What follows belongs to an exercise in optimizing a design on an open flow for small area, a short achievable clock period and few clock cycles per item; a production flow would make more cautious choices.
Function not checked in this run: the RTL went through the layout flow alone.
Power figures rest on the tool's default switching activity, not on a simulated workload.

==> constraint.sdc <==
create_clock -name core_clock -period 9.0 [get_ports {i_clk}]
set_input_delay 1.8000 -clock core_clock [delete_from_list [all_inputs] [get_ports {i_clk}]]
set_output_delay 1.8000 -clock core_clock [all_outputs]
set_load 0.01 [all_outputs]
==> config.mk <==
export PLATFORM = sky130hd
export DESIGN_NAME = base58_encoder
export DESIGN_NICKNAME = base58_encoder
export VERILOG_FILES = /design/flow/design.v
export SDC_FILE = /design/flow/constraint.sdc
export NUM_CORES = 4
export LEC_CHECK = 0
export CAP_MARGIN = 20
export CORE_MARGIN = 2
export CORE_UTILIZATION = 40
export PLACE_DENSITY = 0.6
export SLEW_MARGIN = 20
==> run.sh <==
#!/bin/bash
# synth_recipe.tcl (not shown) runs the flow's synth.tcl, then flattens the netlist and writes it again
# the make line also repeats each setting of config.mk as NAME=value (left out here)
make -C /OpenROAD-flow-scripts/flow DESIGN_CONFIG=/design/flow/config.mk WORK_HOME=/design/flow/orfs CLKGATE_MAP_FILE= SYNTH_SCRIPT=/design/flow/synth_recipe.tcl finish
==> design.v <==
module base58_encoder #(
    parameter int MAX_LEN = 32,
    parameter int K       = 2
) (
    input  logic       i_clk,
    input  logic       i_rst_n,
    input  logic       i_valid,
    output logic       o_stall,
    input  logic [7:0] i_data_byte,
    input  logic       i_last_byte,
    output logic       o_valid,
    input  logic       i_stall,
    output logic [6:0] o_out_char,
    output logic       o_last_char,
    output logic       o_too_long
);
    localparam int ND    = 44;           
    localparam int STEPS = 8 / K;
    localparam int NG    = 6;            
    logic       r_full;
    logic [7:0] r_byte;
    logic       r_last;
    logic [5:0] f_cnt;       
    logic       f_ovf;       
    logic       f_inlz;      
    logic [5:0] f_lz;        
    logic       f_done;      
    logic [7:0] s_byte;
    logic       s_busy;
    logic [2:0] s_step;
    logic       c_dn;        
    logic [NG-1:0] c_dg;     
    logic [5:0] c_n;         
    logic [5:0] d [ND];
    logic       out_mode;    
    logic       o_dn;        
    logic       o_err;
    logic       o_zero;
    logic [5:0] o_lz;
    logic [5:0] o_p;
    logic [7:0] q_d [2];     
    logic       q_wp;
    logic       q_rp;
    logic [1:0] q_cnt;
    logic       r_ov;        
    logic [6:0] r_ch;
    logic       r_lc;
    logic       r_er;
    logic       conv;
    logic       first;       
    logic       s_free;
    logic       take;
    logic       sig_byte;
    logic       ovf_new;
    logic       accept;
    logic       start_out;
    logic       pa;          
    logic       pop;
    logic       p_last;
    assign o_stall = r_full;
    assign accept  = i_valid && !r_full;
    logic room;
    assign conv      = s_busy && room;
    assign first     = (c_n == 6'd0);
    assign s_free    = !s_busy || (conv && (s_step == 3'(STEPS - 1) || first));
    assign take      = r_full && (!f_done || start_out) && s_free;
    logic [5:0] e_cnt;
    logic       e_ovf;
    logic       e_inlz;
    logic [5:0] e_lz;
    assign e_cnt     = start_out ? 6'd0 : f_cnt;
    assign e_ovf     = !start_out && f_ovf;
    assign e_inlz    = start_out || f_inlz;
    assign e_lz      = start_out ? 6'd0 : f_lz;
    assign ovf_new   = e_ovf || (e_cnt == 6'(MAX_LEN));
    assign sig_byte  = !ovf_new && !(e_inlz && r_byte == 8'd0);
    assign start_out = !out_mode && f_done && !s_busy;
    assign pa        = out_mode && (q_cnt != 2'd2);
    assign pop       = (q_cnt != 2'd0) && (!r_ov || !i_stall);
    logic cl [ND];           
    logic cn [ND];           
    always_comb begin
        for (int i = 0; i < ND; i++) begin
            if (c_dg[i * NG / ND]) cn[i] = (i >= ND - 2 && first) || ((i == ND - 1) ? 1'b1 : cl[(i + 1) % ND]);
            else                   cn[i] = (i <= 1 && first)      || ((i == 0)      ? 1'b1 : cl[(i + ND - 1) % ND]);
        end
    end
    always_ff @(posedge i_clk) begin
        for (int i = 0; i < ND; i++) begin
            if (!i_rst_n || start_out) cl[i] <= 1'b0;
            else if (conv)             cl[i] <= cn[i];
        end
    end
    function automatic logic [6:0] dstep(input logic [5:0] v, input logic cin);
        logic p1, p2, p3, c;
        p1 = v[1] | v[0];
        p2 = v[2] & p1;
        p3 = v[3] & p2;
        c  = v[5] | (v[4] & p3);
        dstep = {c, v[4] ^ (c & p3), v[3] ^ (c & p2), v[2] ^ (c & p1),
                 v[1] ^ (c & ~v[0]), v[0] ^ c, cin};
    endfunction
    logic [5:0] dn [ND];
    logic       cy [ND];
    logic       ci;
    logic [6:0] t;
    always_comb begin
        for (int i = 0; i < ND; i++) dn[i] = cl[i] ? d[i] : 6'd0;
        for (int l = 0; l < K; l++) begin
            for (int i = 0; i < ND; i++) begin
                t = dstep(dn[i], 1'b0);
                cy[i] = t[6];
            end
            for (int i = 0; i < ND; i++) begin
                if (c_dg[i * NG / ND]) ci = (i == ND - 1) ? s_byte[7 - l] : cy[(i + 1) % ND];
                else      ci = (i == 0)      ? s_byte[7 - l] : cy[(i + ND - 1) % ND];
                t = dstep(dn[i], ci);
                dn[i] = t[5:0];
            end
        end
    end
    logic [2:0] fq;
    logic [5:0] fr;
    always_comb begin
        if (s_byte >= 8'd232)      fq = 3'd4;
        else if (s_byte >= 8'd174) fq = 3'd3;
        else if (s_byte >= 8'd116) fq = 3'd2;
        else if (s_byte >= 8'd58)  fq = 3'd1;
        else                       fq = 3'd0;
        fr = 6'(s_byte - 8'(fq) * 8'd58);
    end
    logic [5:0] dw [ND];
    always_comb begin
        for (int i = 0; i < ND; i++) dw[i] = dn[i];
        if (first) begin
            if (c_dn) begin
                dw[ND - 1] = fr;
                dw[ND - 2] = {3'd0, fq};
            end else begin
                dw[0] = fr;
                dw[1] = {3'd0, fq};
            end
        end
    end
    always_ff @(posedge i_clk) begin
        for (int i = 0; i < ND; i++) begin
            if (conv && cn[i]) d[i] <= dw[i];
        end
    end
    logic [5:0] top;
    always_comb begin
        top = c_dn ? 6'(ND - 1) : 6'd0;
        if (c_dn) begin
            for (int i = ND - 1; i >= 0; i--) if (cl[i] && d[i] != 6'd0) top = 6'(i);
        end else begin
            for (int i = 0; i < ND; i++) if (cl[i] && d[i] != 6'd0) top = 6'(i);
        end
    end
    logic [5:0] m1 [12];
    logic [5:0] m2 [3];
    logic [5:0] dsel;
    always_comb begin
        for (int g = 0; g < 12; g++) begin
            case (o_p[1:0])
                2'd0:    m1[g] = d[4*g];
                2'd1:    m1[g] = (4*g+1 < ND) ? d[(4*g+1) % ND] : 6'd0;
                2'd2:    m1[g] = (4*g+2 < ND) ? d[(4*g+2) % ND] : 6'd0;
                default: m1[g] = (4*g+3 < ND) ? d[(4*g+3) % ND] : 6'd0;
            endcase
        end
        for (int g = 0; g < 3; g++) begin
            case (o_p[3:2])
                2'd0:    m2[g] = m1[4*g];
                2'd1:    m2[g] = m1[4*g+1];
                2'd2:    m2[g] = m1[4*g+2];
                default: m2[g] = m1[4*g+3];
            endcase
        end
        case (o_p[5:4])
            2'd0:    dsel = m2[0];
            2'd1:    dsel = m2[1];
            default: dsel = m2[2];
        endcase
    end
    function automatic logic [6:0] b58_char(input logic [5:0] v);
        if (v < 6'd9)       b58_char = 7'h31 + {1'b0, v};
        else if (v < 6'd17) b58_char = 7'h41 + ({1'b0, v} - 7'd9);
        else if (v < 6'd22) b58_char = 7'h4A + ({1'b0, v} - 7'd17);
        else if (v < 6'd33) b58_char = 7'h50 + ({1'b0, v} - 7'd22);
        else if (v < 6'd44) b58_char = 7'h61 + ({1'b0, v} - 7'd33);
        else                b58_char = 7'h6D + ({1'b0, v} - 7'd44);
    endfunction
    assign p_last = o_err || ((o_lz != '0) ? (o_lz == 6'd1 && o_zero)
                                           : (o_p == (o_dn ? 6'(ND - 1) : 6'd0)));
    always_ff @(posedge i_clk) begin
        if (!i_rst_n) begin
            r_full   <= 1'b0;
            f_cnt    <= '0;
            f_ovf    <= 1'b0;
            f_inlz   <= 1'b1;
            f_lz     <= '0;
            f_done   <= 1'b0;
            s_busy   <= 1'b0;
            s_step   <= '0;
            c_n      <= '0;
            c_dn     <= 1'b0;
            c_dg     <= '0;
            room     <= 1'b1;
            out_mode <= 1'b0;
            q_wp     <= 1'b0;
            q_rp     <= 1'b0;
            q_cnt    <= '0;
            r_ov     <= 1'b0;
        end else begin
            room <= !out_mode || (pa && p_last) ||
                    (6'(c_n + 6'd1) < (c_dn ? 6'(ND - 1) - o_p : o_p));
            if (start_out) room <= c_dn ? !((cl[0] && d[0] != 6'd0) || (cl[1] && d[1] != 6'd0))
                                        : !((cl[ND - 1] && d[ND - 1] != 6'd0) || (cl[ND - 2] && d[ND - 2] != 6'd0));
            if (accept) begin
                r_full <= 1'b1;
            end else if (take) begin
                r_full <= 1'b0;
            end
            if (conv) begin
                if (first)              c_n <= 6'd2;
                else if (c_n != 6'(ND)) c_n <= c_n + 1'b1;
                s_step <= s_step + 1'b1;
                if (s_step == 3'(STEPS - 1) || first) begin
                    s_busy <= 1'b0;
                    s_step <= '0;
                end
            end
            if (start_out) begin
                out_mode <= 1'b1;
                c_n      <= '0;
                c_dn     <= !c_dn;
                c_dg     <= ~c_dg;
                f_cnt    <= '0;
                f_ovf    <= 1'b0;
                f_inlz   <= 1'b1;
                f_lz     <= '0;
                f_done   <= 1'b0;
            end
            if (take) begin
                if (!e_ovf) f_cnt <= e_cnt + 1'b1;
                f_ovf <= ovf_new;
                if (!ovf_new) begin
                    if (e_inlz && r_byte == 8'd0) f_lz <= e_lz + 1'b1;
                    else f_inlz <= 1'b0;
                end
                if (sig_byte) begin
                    s_busy <= 1'b1;
                    s_step <= '0;
                end
                if (r_last) f_done <= 1'b1;
            end
            if (pa && p_last) out_mode <= 1'b0;
            if (pa) q_wp <= !q_wp;
            if (pop) q_rp <= !q_rp;
            q_cnt <= q_cnt + {1'b0, pa} - {1'b0, pop};
            if (pop) r_ov <= 1'b1;
            else if (!i_stall) r_ov <= 1'b0;
        end
    end
    always_ff @(posedge i_clk) begin
        if (accept) begin
            r_byte <= i_data_byte;
            r_last <= i_last_byte;
        end
        if (take && sig_byte) begin
            s_byte <= r_byte;
        end else if (conv) begin
            s_byte <= s_byte << K;
        end
        if (start_out) begin
            o_dn   <= c_dn;
            o_err  <= f_ovf;
            o_zero <= (c_n == '0);
            o_lz   <= f_lz;
            o_p    <= top;
        end
        if (pa) begin
            if (o_lz != '0) begin
                q_d[q_wp] <= {o_err, p_last, 6'd0};
                o_lz      <= o_lz - 1'b1;
            end else begin
                q_d[q_wp] <= {o_err, p_last, dsel};
                o_p       <= o_dn ? o_p + 1'b1 : o_p - 1'b1;
            end
        end
        if (pop) begin
            r_ch <= q_d[q_rp][7] ? 7'h00 : b58_char(q_d[q_rp][5:0]);
            r_lc <= q_d[q_rp][6];
            r_er <= q_d[q_rp][7];
        end
    end
    assign o_valid     = r_ov;
    assign o_out_char  = r_ch;
    assign o_last_char = r_lc;
    assign o_too_long  = r_er;
endmodule
==> summary.txt <==
## cells in the final DEF (no fill, tap or decap), types with 26 or more instances in the layout
cell type,instances
or2_2,28
and2_1,58
a31oi_1,54
nor2_1,330
a21oi_1,273
or4_1,26
edfxtp_1,309
xnor2_1,111
dfxtp_1,95
nor4_1,26
ha_1,126
mux2i_1,76
mux2_2,39
nand2b_1,26
a211oi_1,31
o21ai_0,179
o21a_1,90
mux4_2,62
inv_1,173
xor2_1,65
o211ai_1,44
nand3_1,82
a21boi_0,44
nor3_1,49
nand2_1,373
o211a_1,29
clkbuf_16,52
## cell type report
class / instances / area [sq um] / area share (%)
Sequential cell: 406 / 11200 / 33.4
Timing Repair Buffer: 38 / 343 / 1.02
Tap cell: 1030 / 1290 / 3.83
Inverter: 180 / 676 / 2.01
Clock inverter: 29 / 409 / 1.22
Clock buffer: 68 / 1400 / 4.16
Multi-Input combinational cell: 2676 / 18300 / 54.4
## worst paths after layout
path         startpoint   endpoint  slack, ns  cells after the start
max              o_p[0]  q_d[0][3]       5.32                      7
min reg2reg     f_lz[5]    o_lz[5]       0.48                      2
max reg2reg      o_p[0]  q_d[0][3]       5.32                      7
min             f_lz[5]    o_lz[5]       0.48                      2
## metrics by stage
step / std cells / setup slack (ns) / cell area, sq um / utilization (%)
2_1_floorplan: 3444 / 5.59 / 30900 / -
6_report: 4427 / 5.32 / 33700 / 44.2
5_1_grt: 4427 / 5.10 / 33700 / 44.2
3_5_place_dp: 4330 / 4.83 / 31800 / 41.8
4_1_cts: 4427 / 5.28 / 33700 / 44.2
3_3_place_gp: 4330 / 4.81 / 31800 / 41.8
## synth_stat cells, drive strengths merged (13+ instances only)
| cell | n | area [sq um] |
|---|---|---|
| a22oi | 20 | 150 |
| o211ai | 44 | 330 |
| o22ai | 14 | 87.6 |
| nand3b | 13 | 97.6 |
| xor2 | 65 | 569 |
| mux2i | 77 | 774 |
| ha | 126 | 1580 |
| a211oi | 31 | 233 |
| o31ai | 19 | 148 |
| nor4 | 29 | 200 |
| o211a | 29 | 290 |
| xnor2 | 111 | 972 |
| edfxtp | 309 | 9280 |
| and2 | 58 | 363 |
| mux4 | 63 | 1420 |
| o21a | 90 | 676 |
| or4 | 27 | 206 |
| nand3 | 82 | 410 |
| o21ai | 193 | 966 |
| and3 | 23 | 144 |
| clkbuf | 150 | 566 |
| or2 | 31 | 194 |
| a21boi | 45 | 338 |
| o2111a | 23 | 259 |
| inv | 174 | 653 |
| a21o | 25 | 188 |
| dfxtp | 97 | 1940 |
| buf | 32 | 179 |
| o31a | 17 | 149 |
| nand2b | 26 | 163 |
| o311a | 16 | 160 |
| nor2b | 24 | 150 |
| a21oi | 274 | 1380 |
| a31oi | 54 | 338 |
| nor3 | 49 | 245 |
| or3b | 15 | 131 |
| mux2 | 39 | 439 |
| nand4 | 25 | 156 |
| nand4b | 13 | 114 |
| nand2 | 375 | 1410 |
| nor3b | 23 | 173 |
| nor2 | 330 | 1240 |
## where the power goes
group,total (uW),switching (uW),internal (uW)
Combinational,860,510,349
Sequential,2180,98.0,2080
Clock,2220,889,1330
Total,5260,1500,3760
## registers in the layout, summed over array words and instances (netlist names), 3 cells and up, named ones only
name / cells
f_cnt: 6
r_ch: 7
c_n: 6
c_dg: 6
o_p: 6
s_byte: 8
r_byte: 8
d: 264
q_d: 16
o_lz: 6
s_step: 3
f_lz: 6
cl: 44
## metal layers
metal	track usage, %	share of wire, %	vias to the layer above
li1	-	-	12700
met3	2.95	5.8	143
met4	6.98	3.1	0
met5	0	0	-
met2	34.0	45	728
met1	29.9	46	12600
## critical path: cells and delay by family (launching register included)
family,cells,cell delay [ns]
multiplexers,2,0.78
flip-flops,1,0.70
buffers and inverters,1,0.80
AND/OR/NAND/NOR,1,0.20
AO/OA/AOI/OAI,3,0.86
## kinds of logic (layout without fill, tap and decap cells)
logic type	count (synthesis)	in the layout
flip-flops	406	406
adder cells (fa/ha/maj)	133	133
AO/OA/AOI/OAI	1019	1019
other	1	1
XOR/XNOR	176	176
multiplexers	179	179
AND/OR/NAND/NOR	1168	1168
buffers and inverters	362	315
==> summary.txt <==
Final ANT Viol Nets 0; Synth cell types around 100; count of boundary I/O pins 24; clock transition at the registers of the reported paths approximately 0.060 ns; Tightest Pin Transition ~1.1 ns; ANT cells 0; die width around 280 um; syn nets 3585; total track usage a little over a fifth; CTS Buffer Depth 3; Slew headroom about 30%; total negative slack 0 ns; Critical Path Slowest Stage Cell buf_4; Slew Limit Fails 0; Synth Area in Simple Gates a little under a fifth; CTS Root Buffer Type clkbuf_16; Setup Buffers After CTS 0; outcome timing/DRC/antenna clean; via count 26.2k; Hold WS between 0.4 and 0.5 ns; Area Overhead vs Synth 8.78%; vias per cell 5.91; routed len/inst a little under 20 um; Die Height between 200 and 300 um; Worst-Skew Late Latency approximately 0.64 ns; Critical Path Start Type flip-flop; Max IR drop VDD approximately 0.00014 V; Starting DRT DRC Count 2268; fraction of layout cells with a size suffix above 1 under 10%; Hold Buf Count CTS 0; post_cts resized 0; RSZ-0062 raised after global routing false; post-DP HPWL slightly above 60000 um; Synth warnings 9; async set-reset flop share out of synthesis 0%; initial antenna violation count 0; post-synthesis cell count 3444; Synth Cell Area 30900 sq um; Compound-Gate Fraction of Synth Area between 20% and 30%; CTS Buf Count 52; Max Cap Viol 0; Data arrival, critical path 4.03 ns; FP Rows 101; fraction of the mapped netlist area in adder cells between 5 and 6%; Total Power 5260 uW; Seq/Total Area, Yosys a little over a third; filler cell count in the final layout 7442; CP Capture Type flip-flop; critical path fanouts, max ~50; syn avg cell area approximately 9.0 sq um; Tightest Hold Check Type flip-flop to flip-flop; clock sinks just over 400; die area approximately 80000 sq um; Synth Flop Type edfxtp_1; kind of critical path flip-flop to flip-flop; xor-xnor portion of the synthesized cell area under 10%; P_leak around 0.012 uW; Final GP Congestion between 0.8 and 0.9; PD cells around 160 nW/um^2; initial core utilization between 40% and 50%; CP Data Required Time slightly above 9 ns; Tmin final between 3 and 4 ns; period utilization around two fifths; DR DRC count 0; vias in the first global route approximately 24k; main combinational cell family by area after synthesis compound AO/OA/AOI/OAI gates; CTS tree built; crit path cell chain buf_4 > mux4_2 > a222oi_1 > o21ai_0 > mux2i_1 > o22ai_1 > and2_1; endpoints failing setup 0; H-tree Lvls 2; 1st-pass router iterations 6; first-pass GRT wire length between 100000 and 150000 um; routed wire length ~86000 um; GRT overflow 0; largest net degree at the start of global routing 59; EDFF count, synth just over 300; Final Hold Fails 0; post-synthesis register bit count 406; highest clock rate roughly 0.27 GHz; total core area 76200 sq um; max incr delay on CP approximately 0.8 ns; final net count 3495; Port Buffers 23; clk_skew between 0.04 and 0.05 ns; multiplexer share of the synthesized area under 10%

-- afterwards: timing with drivers on the ports --
In the flow no input, the clock included, has a driving cell. The finished layout below was timed again as built, in two steps.
Step 1 sets driving cells, clkbuf_16 on the clock port and buf_2 on the other inputs (assumed; they add their load-dependent delay and slew).
Step 2, shift: input delay + t, output delay - t, t = (earliest + latest rising clock arrival at the registers) / 2. This alone moves slack from input paths to output paths.
Three values: no drivers, after step 1, after step 2; two values: the first two.
t (ns): 0.684
setup slack, ns: 5.319 / 5.319 / 4.908
hold WS [ns]: 0.478 / 0.478 / 0.478
worst setup path after step 2: input to register
cell pins on the clock port's net: 1
After both steps setup and hold are still met in this run. For this run, drivers alone change the setup slack by 0.000 ns; drivers and shift together by -0.411 ns.
